This is an optimization exercise on Yosys and OpenROAD, whose aim is small area, a short achievable clock period and few clock cycles per item, not a production implementation.
RTL that was checked went through simulation tests only; none was proved equivalent to the original.
Power is estimated from default activity; no workload was simulated.

==> try-nickel: inputs <==
==> flow/design.v <==
`default_nettype none
package lane_runner_pkg;
  localparam logic [1:0] CELL_ROAD  = 2'd0;
  localparam logic [1:0] CELL_LOW   = 2'd1;
  localparam logic [1:0] CELL_HIGH  = 2'd2;
  localparam logic [1:0] CELL_TRAIN = 2'd3;
  localparam logic [1:0] ACT_FWD   = 2'd0;
  localparam logic [1:0] ACT_RIGHT = 2'd1;
  localparam logic [1:0] ACT_LEFT  = 2'd2;
  localparam logic [1:0] ACT_JUMP  = 2'd3;
  typedef enum logic [2:0] {
    ST_IDLE  = 3'd0,
    ST_LOAD  = 3'd1,
    ST_SOLVE = 3'd2,
    ST_EMIT  = 3'd3,
    ST_FAIL  = 3'd4
  } state_t;
  function automatic logic [1:0] walk_action(input int rank);
    case (rank)
      0:       walk_action = ACT_FWD;
      1:       walk_action = ACT_JUMP;
      2:       walk_action = ACT_RIGHT;
      default: walk_action = ACT_LEFT;
    endcase
  endfunction
endpackage
`default_nettype wire
`default_nettype none
module lane_step_rule
(
  input  wire logic [1:0] src_cell,
  input  wire logic [1:0] dst_cell,
  input  wire logic [1:0] action,
  input  wire logic       dst_in_range,
  output logic            legal
);
  logic w_change;
  always_comb begin
    w_change = (action == lane_runner_pkg::ACT_RIGHT) || (action == lane_runner_pkg::ACT_LEFT);
    legal = dst_in_range
         && (dst_cell != lane_runner_pkg::CELL_TRAIN)
         && !(w_change && ((dst_cell == lane_runner_pkg::CELL_LOW) || (dst_cell == lane_runner_pkg::CELL_HIGH)))
         && !((action == lane_runner_pkg::ACT_FWD) && (dst_cell == lane_runner_pkg::CELL_LOW))
         && !((action == lane_runner_pkg::ACT_JUMP) && (dst_cell == lane_runner_pkg::CELL_HIGH))
         && !((action == lane_runner_pkg::ACT_JUMP) && (src_cell == lane_runner_pkg::CELL_LOW));
  end
endmodule
`default_nettype wire
`default_nettype none
module lane_runner_solver
#(
  parameter int LANES = 4,
  parameter int COLS  = 64,
  parameter int LW    = $clog2(LANES)
) (
  input  wire logic             clk,
  input  wire logic             rst,
  input  wire logic             in_valid,
  input  wire logic [LW-1:0]    init,
  input  wire logic [2*LANES-1:0] in_map,
  output wire logic             out_valid,
  output wire logic [1:0]       out,
  output wire logic [LW-1:0]    lane_out,
  output wire logic             no_path
);
  localparam int CW = $clog2(COLS);
  localparam int PL = COLS - 3;
  localparam int PW = 2 * PL;
  logic          load_q;       
  logic          emit_q;       
  logic [CW-1:0] cnt_q;
  logic [LW-1:0] lane_q;       
  logic          a_first_q;    
  logic          a_step_q;     
  logic          a_last_q;     
  logic [LANES-1:0]            road_q;    
  logic [LANES-1:0]            low_q;     
  logic [LANES-1:0]            stl_q;     
  logic [LANES-1:0]            lowb_q;    
  logic [LANES-1:0]            reach_q;   
  logic [LANES-1:0][LANES-1:0] ord_q;     
  logic [LANES-1:0][2:0]       sel_q;     
  logic [LANES-1:0][PW-1:0]    path_q;
  logic [LANES-1:0]            esel_q;    
  logic                 out_valid_q;
  logic [1:0]           out_q;
  logic [1:0]           nxt_q;     
  logic [LW-1:0]        lane_out_q;
  logic                 no_path_q;
  logic w_take0, w_take, w_last;
  assign w_take0 = in_valid && !load_q && !emit_q && !a_last_q;
  assign w_take  = in_valid && load_q;
  assign w_last  = w_take && (cnt_q == CW'(COLS - 1));
  logic [LANES-1:0] w_road, w_low, w_stl;
  for (genvar l = 0; l < LANES; l++) begin : g_dec
    assign w_road[l] = (in_map[2*l +: 2] == lane_runner_pkg::CELL_ROAD);
    assign w_low[l]  = (in_map[2*l +: 2] == lane_runner_pkg::CELL_LOW);
    assign w_stl[l]  = (in_map[2*l +: 2] != lane_runner_pkg::CELL_TRAIN) && !(w_low[l] && low_q[l]);
  end
  logic [LANES-1:0][LANES-1:0] w_bef;     
  logic [LANES-1:0][2:0]       w_cand;    
  logic [LANES-1:0][2:0]       w_win;
  logic [LANES-1:0][2:0]       w_sel;
  logic [LANES-1:0]            w_reach;
  logic [LANES-1:0][LANES-1:0] w_ord;
  logic [LANES-1:0]            w_hc;      
  logic [LANES-1:0]            w_best;    
  logic [LANES-1:0]            w_end;     
  logic [LANES-1:0][1:0]       top_q;     
  logic [LANES-1:0][1:0]       w_top_nx;  
  logic [LANES-1:0][1:0]       w_nx_top;  
  logic [LANES-1:0][1:0]       w_top2;    
  logic [LANES-1:0][LW-1:0]    w_top_lane;
  for (genvar i = 0; i < LANES; i++) begin : g_bef_i
    for (genvar j = 0; j < LANES; j++) begin : g_bef_j
      if (i < j) begin : g_lt
        assign w_bef[i][j] = ord_q[i][j];
      end else if (i > j) begin : g_gt
        assign w_bef[i][j] = !ord_q[j][i];
      end else begin : g_eq
        assign w_bef[i][j] = 1'b0;
      end
    end
  end
  for (genvar d = 0; d < LANES; d++) begin : g_lane
    if (d > 0) begin : g_r
      assign w_cand[d][0] = reach_q[d-1] && road_q[d];
    end else begin : g_nr
      assign w_cand[d][0] = 1'b0;
    end
    assign w_cand[d][1] = reach_q[d] && stl_q[d];
    if (d < LANES - 1) begin : g_l
      assign w_cand[d][2] = reach_q[d+1] && road_q[d];
    end else begin : g_nl
      assign w_cand[d][2] = 1'b0;
    end
    for (genvar k = 0; k < 3; k++) begin : g_k
      logic [2:0] w_beats;
      for (genvar k2 = 0; k2 < 3; k2++) begin : g_k2
        if (k2 != k && d - 1 + k >= 0 && d - 1 + k < LANES && d - 1 + k2 >= 0 && d - 1 + k2 < LANES) begin : g_cmp
          assign w_beats[k2] = !w_cand[d][k2] || w_bef[d-1+k][d-1+k2];
        end else begin : g_nocmp
          assign w_beats[k2] = 1'b1;
        end
      end
      assign w_win[d][k] = w_cand[d][k] && (&w_beats);
    end
    assign w_reach[d] = |w_cand[d];
    assign w_sel[d][0] = w_win[d][0];
    assign w_sel[d][2] = w_win[d][2];
    assign w_sel[d][1] = !w_win[d][0] && !w_win[d][2];
    for (genvar d2 = 0; d2 < LANES; d2++) begin : g_ord
      if (d2 > d) begin : g_pair
        logic [8:0] w_term;
        for (genvar k1 = 0; k1 < 3; k1++) begin : g_k1
          for (genvar k2 = 0; k2 < 3; k2++) begin : g_k2
            if (d - 1 + k1 < 0 || d - 1 + k1 >= LANES || d2 - 1 + k2 < 0 || d2 - 1 + k2 >= LANES ||
                d - 1 + k1 > d2 - 1 + k2) begin : g_none
              assign w_term[3*k1+k2] = 1'b0;
            end else if (d - 1 + k1 == d2 - 1 + k2) begin : g_same
              assign w_term[3*k1+k2] = (k1 == 1) && w_win[d][k1] && w_win[d2][k2];
            end else begin : g_diff
              assign w_term[3*k1+k2] = w_win[d][k1] && w_win[d2][k2] && w_bef[d-1+k1][d2-1+k2];
            end
          end
        end
        assign w_ord[d][d2] = |w_term;
      end else begin : g_nopair
        assign w_ord[d][d2] = 1'b0;
      end
    end
    logic w_rt, w_lt;
    if (d < LANES - 1) begin : g_rt
      assign w_rt = road_q[d+1];
    end else begin : g_nrt
      assign w_rt = 1'b0;
    end
    if (d > 0) begin : g_lt
      assign w_lt = road_q[d-1];
    end else begin : g_nlt
      assign w_lt = 1'b0;
    end
    assign w_hc[d] = reach_q[d] && (stl_q[d] || w_rt || w_lt);
    logic [LANES-1:0] w_first_beats;
    for (genvar t = 0; t < LANES; t++) begin : g_best
      if (t != d) begin : g_cmp
        assign w_first_beats[t] = !w_hc[t] || w_bef[d][t];
      end else begin : g_self
        assign w_first_beats[t] = 1'b1;
      end
    end
    assign w_best[d] = w_hc[d] && (&w_first_beats);
  end
  for (genvar d = 0; d < LANES; d++) begin : g_end
    logic w_from_r, w_from_l;
    if (d > 0) begin : g_fr
      assign w_from_r = w_best[d-1] && !stl_q[d-1] && road_q[d];
    end else begin : g_nfr
      assign w_from_r = 1'b0;
    end
    if (d < LANES - 1) begin : g_fl
      assign w_from_l = w_best[d+1] && !stl_q[d+1] && !g_lane[d+1].w_rt && road_q[d];
    end else begin : g_nfl
      assign w_from_l = 1'b0;
    end
    assign w_end[d] = (w_best[d] && stl_q[d]) || w_from_r || w_from_l;
  end
  for (genvar d = 0; d < LANES; d++) begin : g_path
    localparam int DL = (d > 0) ? d - 1 : d;
    localparam int DR = (d < LANES - 1) ? d + 1 : d;
    logic [PW-1:0] w_next;
    assign w_next[1] = (sel_q[d][1] && lowb_q[d]) || sel_q[d][2];
    assign w_next[0] = (sel_q[d][1] && lowb_q[d]) || sel_q[d][0];
    for (genvar p = 1; p < PL; p++) begin : g_pos
      for (genvar b = 0; b < 2; b++) begin : g_bit
        assign w_next[2*p+b] = !((sel_q[d][0] && path_q[DL][2*(p-1)+b]) ||
                                 (sel_q[d][1] && path_q[d][2*(p-1)+b]) ||
                                 (sel_q[d][2] && path_q[DR][2*(p-1)+b]));
      end
    end
    assign w_nx_top[d] = w_next[PW-1:PW-2];
    for (genvar b = 0; b < 2; b++) begin : g_top
      assign w_top_nx[d][b] = (w_sel[d][0] && w_nx_top[DL][b]) ||
                              (w_sel[d][1] && w_nx_top[d][b]) ||
                              (w_sel[d][2] && w_nx_top[DR][b]);
      assign w_top2[d][b] = !((sel_q[d][0] && path_q[DL][PW-4+b]) ||
                              (sel_q[d][1] && path_q[d][PW-4+b]) ||
                              (sel_q[d][2] && path_q[DR][PW-4+b]));
    end
    assign w_top_lane[d] = (top_q[d] == lane_runner_pkg::ACT_RIGHT) ? lane_q + LW'(1) :
                           (top_q[d] == lane_runner_pkg::ACT_LEFT)  ? lane_q - LW'(1) : lane_q;
    always_ff @(posedge clk) begin
      path_q[d] <= w_next;
      top_q[d]  <= w_top_nx[d];
    end
  end
  logic [LANES-1:0][1:0]    w_emit_l, w_first_l, w_second_l;
  logic [LANES-1:0][LW-1:0] w_lane1_l;
  logic [1:0]    w_emit_act, w_first, w_second;
  logic [LW-1:0] w_emit_lane, w_lane1;
  for (genvar l = 0; l < LANES; l++) begin : g_emit
    assign w_emit_l[l]   = esel_q[l] ? w_top2[l] : 2'b00;
    assign w_first_l[l]  = w_best[l] ? top_q[l] : 2'b00;
    assign w_second_l[l] = w_best[l] ? w_top2[l] : 2'b00;
    assign w_lane1_l[l]  = w_best[l] ? w_top_lane[l] : LW'(0);
  end
  always_comb begin
    w_emit_act = '0;
    w_first    = '0;
    w_second   = '0;
    w_lane1    = '0;
    for (int l = 0; l < LANES; l++) begin
      w_emit_act = w_emit_act | w_emit_l[l];
      w_first    = w_first | w_first_l[l];
      w_second   = w_second | w_second_l[l];
      w_lane1    = w_lane1 | w_lane1_l[l];
    end
  end
  assign w_emit_lane = (nxt_q == lane_runner_pkg::ACT_RIGHT) ? lane_q + LW'(1) :
                       (nxt_q == lane_runner_pkg::ACT_LEFT)  ? lane_q - LW'(1) : lane_q;
  always_ff @(posedge clk) begin
    if (rst) begin
      load_q      <= 1'b0;
      emit_q      <= 1'b0;
      cnt_q       <= '0;
      a_first_q   <= 1'b0;
      a_step_q    <= 1'b0;
      a_last_q    <= 1'b0;
      out_valid_q <= 1'b0;
      no_path_q   <= 1'b0;
    end else begin
      out_valid_q <= 1'b0;
      no_path_q   <= 1'b0;
      a_first_q   <= w_take0;
      a_step_q    <= w_take;
      a_last_q    <= w_last && (|w_reach);
      if (w_take0) begin
        load_q <= 1'b1;
        cnt_q  <= CW'(1);
      end else if (load_q) begin
        cnt_q <= cnt_q + CW'(1);
        if (!in_valid) begin
          load_q <= 1'b0;            
        end else if (w_last) begin
          load_q      <= 1'b0;
          no_path_q   <= !(|w_reach);
        end
      end else if (a_last_q) begin
        out_valid_q <= |w_hc;
        no_path_q   <= !(|w_hc);
        emit_q      <= |w_hc;
        cnt_q       <= CW'(1);
      end else if (emit_q) begin
        out_valid_q <= 1'b1;
        cnt_q       <= cnt_q + CW'(1);
        if (cnt_q == CW'(COLS - 2)) emit_q <= 1'b0;
      end
    end
  end
  always_ff @(posedge clk) begin
    road_q <= w_road;
    low_q  <= w_low;
    stl_q  <= w_stl;
    lowb_q <= low_q;
    if (a_first_q)                  reach_q <= (LANES'(1) << lane_q) & road_q;
    else if (a_step_q && !a_last_q) reach_q <= w_reach;
    else                            reach_q <= '0;
    if (a_first_q) ord_q <= '0;
    else           ord_q <= w_ord;
    sel_q <= w_sel;
    if (a_last_q) begin
      esel_q     <= w_end;
      out_q      <= w_first;
      nxt_q      <= w_second;
      lane_out_q <= w_lane1;
    end else begin
      out_q      <= nxt_q;
      nxt_q      <= w_emit_act;
      lane_out_q <= w_emit_lane;
    end
    if (w_take0)     lane_q <= init;
    else if (a_last_q) lane_q <= w_lane1;
    else if (emit_q) lane_q <= w_emit_lane;
  end
  assign out_valid = out_valid_q;
  assign out       = out_q;
  assign lane_out  = lane_out_q;
  assign no_path   = no_path_q;
endmodule
`default_nettype wire
==> flow/run.sh <==
#!/bin/bash
# synth_recipe.tcl (not shown) runs the flow's synth.tcl, then flattens the netlist and writes it again
# the make line also repeats each setting of config.mk as NAME=value (left out here)
make -C /OpenROAD-flow-scripts/flow DESIGN_CONFIG=/design/flow/config.mk WORK_HOME=/design/flow/orfs CLKGATE_MAP_FILE= SYNTH_SCRIPT=/design/flow/synth_recipe.tcl finish
==> flow/config.mk <==
export PLATFORM = sky130hd
export DESIGN_NAME = lane_runner_solver
export DESIGN_NICKNAME = lane_runner_solver
export VERILOG_FILES = /design/flow/design.v
export SDC_FILE = /design/flow/constraint.sdc
export NUM_CORES = 4
export LEC_CHECK = 0
export CAP_MARGIN = 20
export CORE_MARGIN = 2
export CORE_UTILIZATION = 65
export CTS_CLUSTER_DIAMETER = 100
export CTS_CLUSTER_SIZE = 25
export PLACE_DENSITY = 0.75
export SETUP_SLACK_MARGIN = 3.4
export SLEW_MARGIN = 20
==> flow/constraint.sdc <==
create_clock -name core_clock -period 5.5 [get_ports {clk}]
set_input_delay 1.1000 -clock core_clock [delete_from_list [all_inputs] [get_ports {clk}]]
set_output_delay 1.1000 -clock core_clock [all_outputs]
set_load 0.01 [all_outputs]
==> try-delta (differences from try-nickel) <==
--- a/flow/design.v
+++ b/flow/design.v
@@ -71,11 +71,5 @@
   logic [CW-1:0] cnt_q;
   logic [LW-1:0] lane_q;       
-  logic          a_first_q;    
-  logic          a_step_q;     
-  logic          a_last_q;     
-  logic [LANES-1:0]            road_q;    
   logic [LANES-1:0]            low_q;     
-  logic [LANES-1:0]            stl_q;     
-  logic [LANES-1:0]            lowb_q;    
   logic [LANES-1:0]            reach_q;   
   logic [LANES-1:0][LANES-1:0] ord_q;     
@@ -85,9 +79,8 @@
   logic                 out_valid_q;
   logic [1:0]           out_q;
-  logic [1:0]           nxt_q;     
   logic [LW-1:0]        lane_out_q;
   logic                 no_path_q;
   logic w_take0, w_take, w_last;
-  assign w_take0 = in_valid && !load_q && !emit_q && !a_last_q;
+  assign w_take0 = in_valid && !load_q && !emit_q;
   assign w_take  = in_valid && load_q;
   assign w_last  = w_take && (cnt_q == CW'(COLS - 1));
@@ -107,8 +100,5 @@
   logic [LANES-1:0]            w_best;    
   logic [LANES-1:0]            w_end;     
-  logic [LANES-1:0][1:0]       top_q;     
-  logic [LANES-1:0][1:0]       w_top_nx;  
-  logic [LANES-1:0][1:0]       w_nx_top;  
-  logic [LANES-1:0][1:0]       w_top2;    
+  logic [LANES-1:0][1:0]       w_top;     
   logic [LANES-1:0][LW-1:0]    w_top_lane;
   for (genvar i = 0; i < LANES; i++) begin : g_bef_i
@@ -125,11 +115,11 @@
   for (genvar d = 0; d < LANES; d++) begin : g_lane
     if (d > 0) begin : g_r
-      assign w_cand[d][0] = reach_q[d-1] && road_q[d];
+      assign w_cand[d][0] = reach_q[d-1] && w_road[d];
     end else begin : g_nr
       assign w_cand[d][0] = 1'b0;
     end
-    assign w_cand[d][1] = reach_q[d] && stl_q[d];
+    assign w_cand[d][1] = reach_q[d] && w_stl[d];
     if (d < LANES - 1) begin : g_l
-      assign w_cand[d][2] = reach_q[d+1] && road_q[d];
+      assign w_cand[d][2] = reach_q[d+1] && w_road[d];
     end else begin : g_nl
       assign w_cand[d][2] = 1'b0;
@@ -155,6 +145,5 @@
         for (genvar k1 = 0; k1 < 3; k1++) begin : g_k1
           for (genvar k2 = 0; k2 < 3; k2++) begin : g_k2
-            if (d - 1 + k1 < 0 || d - 1 + k1 >= LANES || d2 - 1 + k2 < 0 || d2 - 1 + k2 >= LANES ||
-                d - 1 + k1 > d2 - 1 + k2) begin : g_none
+            if (d - 1 + k1 < 0 || d - 1 + k1 >= LANES || d2 - 1 + k2 < 0 || d2 - 1 + k2 >= LANES) begin : g_none
               assign w_term[3*k1+k2] = 1'b0;
             end else if (d - 1 + k1 == d2 - 1 + k2) begin : g_same
@@ -172,14 +161,14 @@
     logic w_rt, w_lt;
     if (d < LANES - 1) begin : g_rt
-      assign w_rt = road_q[d+1];
+      assign w_rt = w_road[d+1];
     end else begin : g_nrt
       assign w_rt = 1'b0;
     end
     if (d > 0) begin : g_lt
-      assign w_lt = road_q[d-1];
+      assign w_lt = w_road[d-1];
     end else begin : g_nlt
       assign w_lt = 1'b0;
     end
-    assign w_hc[d] = reach_q[d] && (stl_q[d] || w_rt || w_lt);
+    assign w_hc[d] = reach_q[d] && (w_stl[d] || w_rt || w_lt);
     logic [LANES-1:0] w_first_beats;
     for (genvar t = 0; t < LANES; t++) begin : g_best
@@ -195,14 +184,14 @@
     logic w_from_r, w_from_l;
     if (d > 0) begin : g_fr
-      assign w_from_r = w_best[d-1] && !stl_q[d-1] && road_q[d];
+      assign w_from_r = w_best[d-1] && !w_stl[d-1] && w_road[d];
     end else begin : g_nfr
       assign w_from_r = 1'b0;
     end
     if (d < LANES - 1) begin : g_fl
-      assign w_from_l = w_best[d+1] && !stl_q[d+1] && !g_lane[d+1].w_rt && road_q[d];
+      assign w_from_l = w_best[d+1] && !w_stl[d+1] && !g_lane[d+1].w_rt && w_road[d];
     end else begin : g_nfl
       assign w_from_l = 1'b0;
     end
-    assign w_end[d] = (w_best[d] && stl_q[d]) || w_from_r || w_from_l;
+    assign w_end[d] = (w_best[d] && w_stl[d]) || w_from_r || w_from_l;
   end
   for (genvar d = 0; d < LANES; d++) begin : g_path
@@ -210,6 +199,6 @@
     localparam int DR = (d < LANES - 1) ? d + 1 : d;
     logic [PW-1:0] w_next;
-    assign w_next[1] = (sel_q[d][1] && lowb_q[d]) || sel_q[d][2];
-    assign w_next[0] = (sel_q[d][1] && lowb_q[d]) || sel_q[d][0];
+    assign w_next[1] = (sel_q[d][1] && low_q[d]) || sel_q[d][2];
+    assign w_next[0] = (sel_q[d][1] && low_q[d]) || sel_q[d][0];
     for (genvar p = 1; p < PL; p++) begin : g_pos
       for (genvar b = 0; b < 2; b++) begin : g_bit
@@ -219,52 +208,39 @@
       end
     end
-    assign w_nx_top[d] = w_next[PW-1:PW-2];
     for (genvar b = 0; b < 2; b++) begin : g_top
-      assign w_top_nx[d][b] = (w_sel[d][0] && w_nx_top[DL][b]) ||
-                              (w_sel[d][1] && w_nx_top[d][b]) ||
-                              (w_sel[d][2] && w_nx_top[DR][b]);
-      assign w_top2[d][b] = !((sel_q[d][0] && path_q[DL][PW-4+b]) ||
-                              (sel_q[d][1] && path_q[d][PW-4+b]) ||
-                              (sel_q[d][2] && path_q[DR][PW-4+b]));
-    end
-    assign w_top_lane[d] = (top_q[d] == lane_runner_pkg::ACT_RIGHT) ? lane_q + LW'(1) :
-                           (top_q[d] == lane_runner_pkg::ACT_LEFT)  ? lane_q - LW'(1) : lane_q;
-    always_ff @(posedge clk) begin
-      path_q[d] <= w_next;
-      top_q[d]  <= w_top_nx[d];
-    end
+      assign w_top[d][b] = (sel_q[d][0] && path_q[DL][PW-2+b]) ||
+                           (sel_q[d][1] && path_q[d][PW-2+b]) ||
+                           (sel_q[d][2] && path_q[DR][PW-2+b]);
+    end
+    assign w_top_lane[d] = (w_top[d] == lane_runner_pkg::ACT_RIGHT) ? lane_q + LW'(1) :
+                           (w_top[d] == lane_runner_pkg::ACT_LEFT)  ? lane_q - LW'(1) : lane_q;
+    always_ff @(posedge clk) path_q[d] <= w_next;
   end
-  logic [LANES-1:0][1:0]    w_emit_l, w_first_l, w_second_l;
+  logic [LANES-1:0][1:0]    w_emit_l, w_first_l;
   logic [LANES-1:0][LW-1:0] w_lane1_l;
-  logic [1:0]    w_emit_act, w_first, w_second;
+  logic [1:0]    w_emit_act, w_first;
   logic [LW-1:0] w_emit_lane, w_lane1;
   for (genvar l = 0; l < LANES; l++) begin : g_emit
-    assign w_emit_l[l]   = esel_q[l] ? w_top2[l] : 2'b00;
-    assign w_first_l[l]  = w_best[l] ? top_q[l] : 2'b00;
-    assign w_second_l[l] = w_best[l] ? w_top2[l] : 2'b00;
-    assign w_lane1_l[l]  = w_best[l] ? w_top_lane[l] : LW'(0);
+    assign w_emit_l[l]  = esel_q[l] ? w_top[l] : 2'b00;
+    assign w_first_l[l] = w_best[l] ? w_top[l] : 2'b00;
+    assign w_lane1_l[l] = w_best[l] ? w_top_lane[l] : LW'(0);
   end
   always_comb begin
     w_emit_act = '0;
     w_first    = '0;
-    w_second   = '0;
     w_lane1    = '0;
     for (int l = 0; l < LANES; l++) begin
       w_emit_act = w_emit_act | w_emit_l[l];
       w_first    = w_first | w_first_l[l];
-      w_second   = w_second | w_second_l[l];
       w_lane1    = w_lane1 | w_lane1_l[l];
     end
   end
-  assign w_emit_lane = (nxt_q == lane_runner_pkg::ACT_RIGHT) ? lane_q + LW'(1) :
-                       (nxt_q == lane_runner_pkg::ACT_LEFT)  ? lane_q - LW'(1) : lane_q;
-  always_ff @(posedge clk) begin
+  assign w_emit_lane = (w_emit_act == lane_runner_pkg::ACT_RIGHT) ? lane_q + LW'(1) :
+                       (w_emit_act == lane_runner_pkg::ACT_LEFT)  ? lane_q - LW'(1) : lane_q;
+  always_ff @(posedge clk or posedge rst) begin
     if (rst) begin
       load_q      <= 1'b0;
       emit_q      <= 1'b0;
       cnt_q       <= '0;
-      a_first_q   <= 1'b0;
-      a_step_q    <= 1'b0;
-      a_last_q    <= 1'b0;
       out_valid_q <= 1'b0;
       no_path_q   <= 1'b0;
@@ -272,7 +248,4 @@
       out_valid_q <= 1'b0;
       no_path_q   <= 1'b0;
-      a_first_q   <= w_take0;
-      a_step_q    <= w_take;
-      a_last_q    <= w_last && (|w_reach);
       if (w_take0) begin
         load_q <= 1'b1;
@@ -284,11 +257,9 @@
         end else if (w_last) begin
           load_q      <= 1'b0;
-          no_path_q   <= !(|w_reach);
+          out_valid_q <= |w_hc;
+          no_path_q   <= !(|w_hc);
+          emit_q      <= |w_hc;
+          cnt_q       <= CW'(1);
         end
-      end else if (a_last_q) begin
-        out_valid_q <= |w_hc;
-        no_path_q   <= !(|w_hc);
-        emit_q      <= |w_hc;
-        cnt_q       <= CW'(1);
       end else if (emit_q) begin
         out_valid_q <= 1'b1;
@@ -299,26 +270,21 @@
   end
   always_ff @(posedge clk) begin
-    road_q <= w_road;
-    low_q  <= w_low;
-    stl_q  <= w_stl;
-    lowb_q <= low_q;
-    if (a_first_q)                  reach_q <= (LANES'(1) << lane_q) & road_q;
-    else if (a_step_q && !a_last_q) reach_q <= w_reach;
-    else                            reach_q <= '0;
-    if (a_first_q) ord_q <= '0;
-    else           ord_q <= w_ord;
+    low_q <= w_low;
+    if (w_take0)               reach_q <= (LANES'(1) << init) & w_road;
+    else if (w_take && !w_last) reach_q <= w_reach;
+    else                       reach_q <= '0;
+    if (w_take0) ord_q <= '0;
+    else         ord_q <= w_ord;
     sel_q <= w_sel;
-    if (a_last_q) begin
+    if (w_last) begin
       esel_q     <= w_end;
       out_q      <= w_first;
-      nxt_q      <= w_second;
       lane_out_q <= w_lane1;
     end else begin
-      out_q      <= nxt_q;
-      nxt_q      <= w_emit_act;
+      out_q      <= w_emit_act;
       lane_out_q <= w_emit_lane;
     end
     if (w_take0)     lane_q <= init;
-    else if (a_last_q) lane_q <= w_lane1;
+    else if (w_last) lane_q <= w_lane1;
     else if (emit_q) lane_q <= w_emit_lane;
   end
Settings changed: CORE_UTILIZATION 65 to 40, CTS_BUF_LIST set to sky130_fd_sc_hd__clkbuf_8, CTS_CLUSTER_DIAMETER 100 to unset, CTS_CLUSTER_SIZE 25 to 24, PLACE_DENSITY 0.75 to unset.
==> summary of the runs <==
try-delta went through all stages and came out clean. try-nickel ran to the end with no violations. Against try-nickel, the hold slack of try-delta is higher by 0.057 ns. In try-delta the design area is higher than in try-nickel, by about 8%. In try-nickel the first-iteration DRC count is larger than in try-delta, by about 6%. In try-delta the non-clock buffer count is higher than in try-nickel, by 49. In try-delta the combinational power is smaller than in try-nickel, by 47%. Against try-nickel, the wire length of try-delta is larger by 19%.
==> figures <==
                                                  try-delta  try-nickel
Post-synthesis net count                               1426        1454
Comb_multi_in                                           714         728
Sequential share of cell area                         53.9%       59.8%
Clock slew at reported path FFs                     0.06 ns     0.10 ns
Die width                                            211 um      168 um
Overall global routing resource usage                 20.7%       26.0%
Initial Util                                          40.6%       65.5%
M3 GR Usage                                           4.16%       2.89%
Peak VDD IR                                        0.159 mV    0.333 mV
Met2 wire length                                   21700 um    18300 um
Global-route wire length before repair             74100 um    62700 um
Result of the run          no timing/DRC/antenna violations  no timing/DRC/antenna violations
Combinational logic power                            287 uW      544 uW
Estimated wirelength of the detail-placed design   19700 um    19400 um
Testbench counts of try-nickel, summed over its fixed seeds: cycles 130,290, maps 1,200.
Only the layout flow was run in try-delta; the RTL was not checked for function there.

## static timing again, ports no longer ideal
The flow's constraints put no driver on any port. The routed layouts listed below were extracted and timed again, unchanged, in two steps. Step 1 assumes that a clkbuf_16 drives the clock port and a buf_2 every other input. Step 2 times the ports against the registers' clock, not the clock port: input delays grow and output delays shrink by t, the midpoint of the rising clock arrivals with the driver on. a / b / c = ideal / step 1 / step 2; a / b = the first two.
run | t (ns) | setup WS [ns] | worst hold slack (ns) | worst setup path after step 2 | cell pins on the clock port's net
try-nickel | 0.597 | 3.374 / 3.364 / 2.800 | 0.360 / 0.360 / 0.360 | input to register | 1
try-delta | 0.682 | 3.121 / 3.121 / 2.678 | 0.417 / 0.417 / 0.417 | input to register | 1
After both steps setup and hold are still met in every run listed. For try-nickel, which loses most, drivers alone change the setup slack by -0.010 ns; drivers and shift together by -0.574 ns.
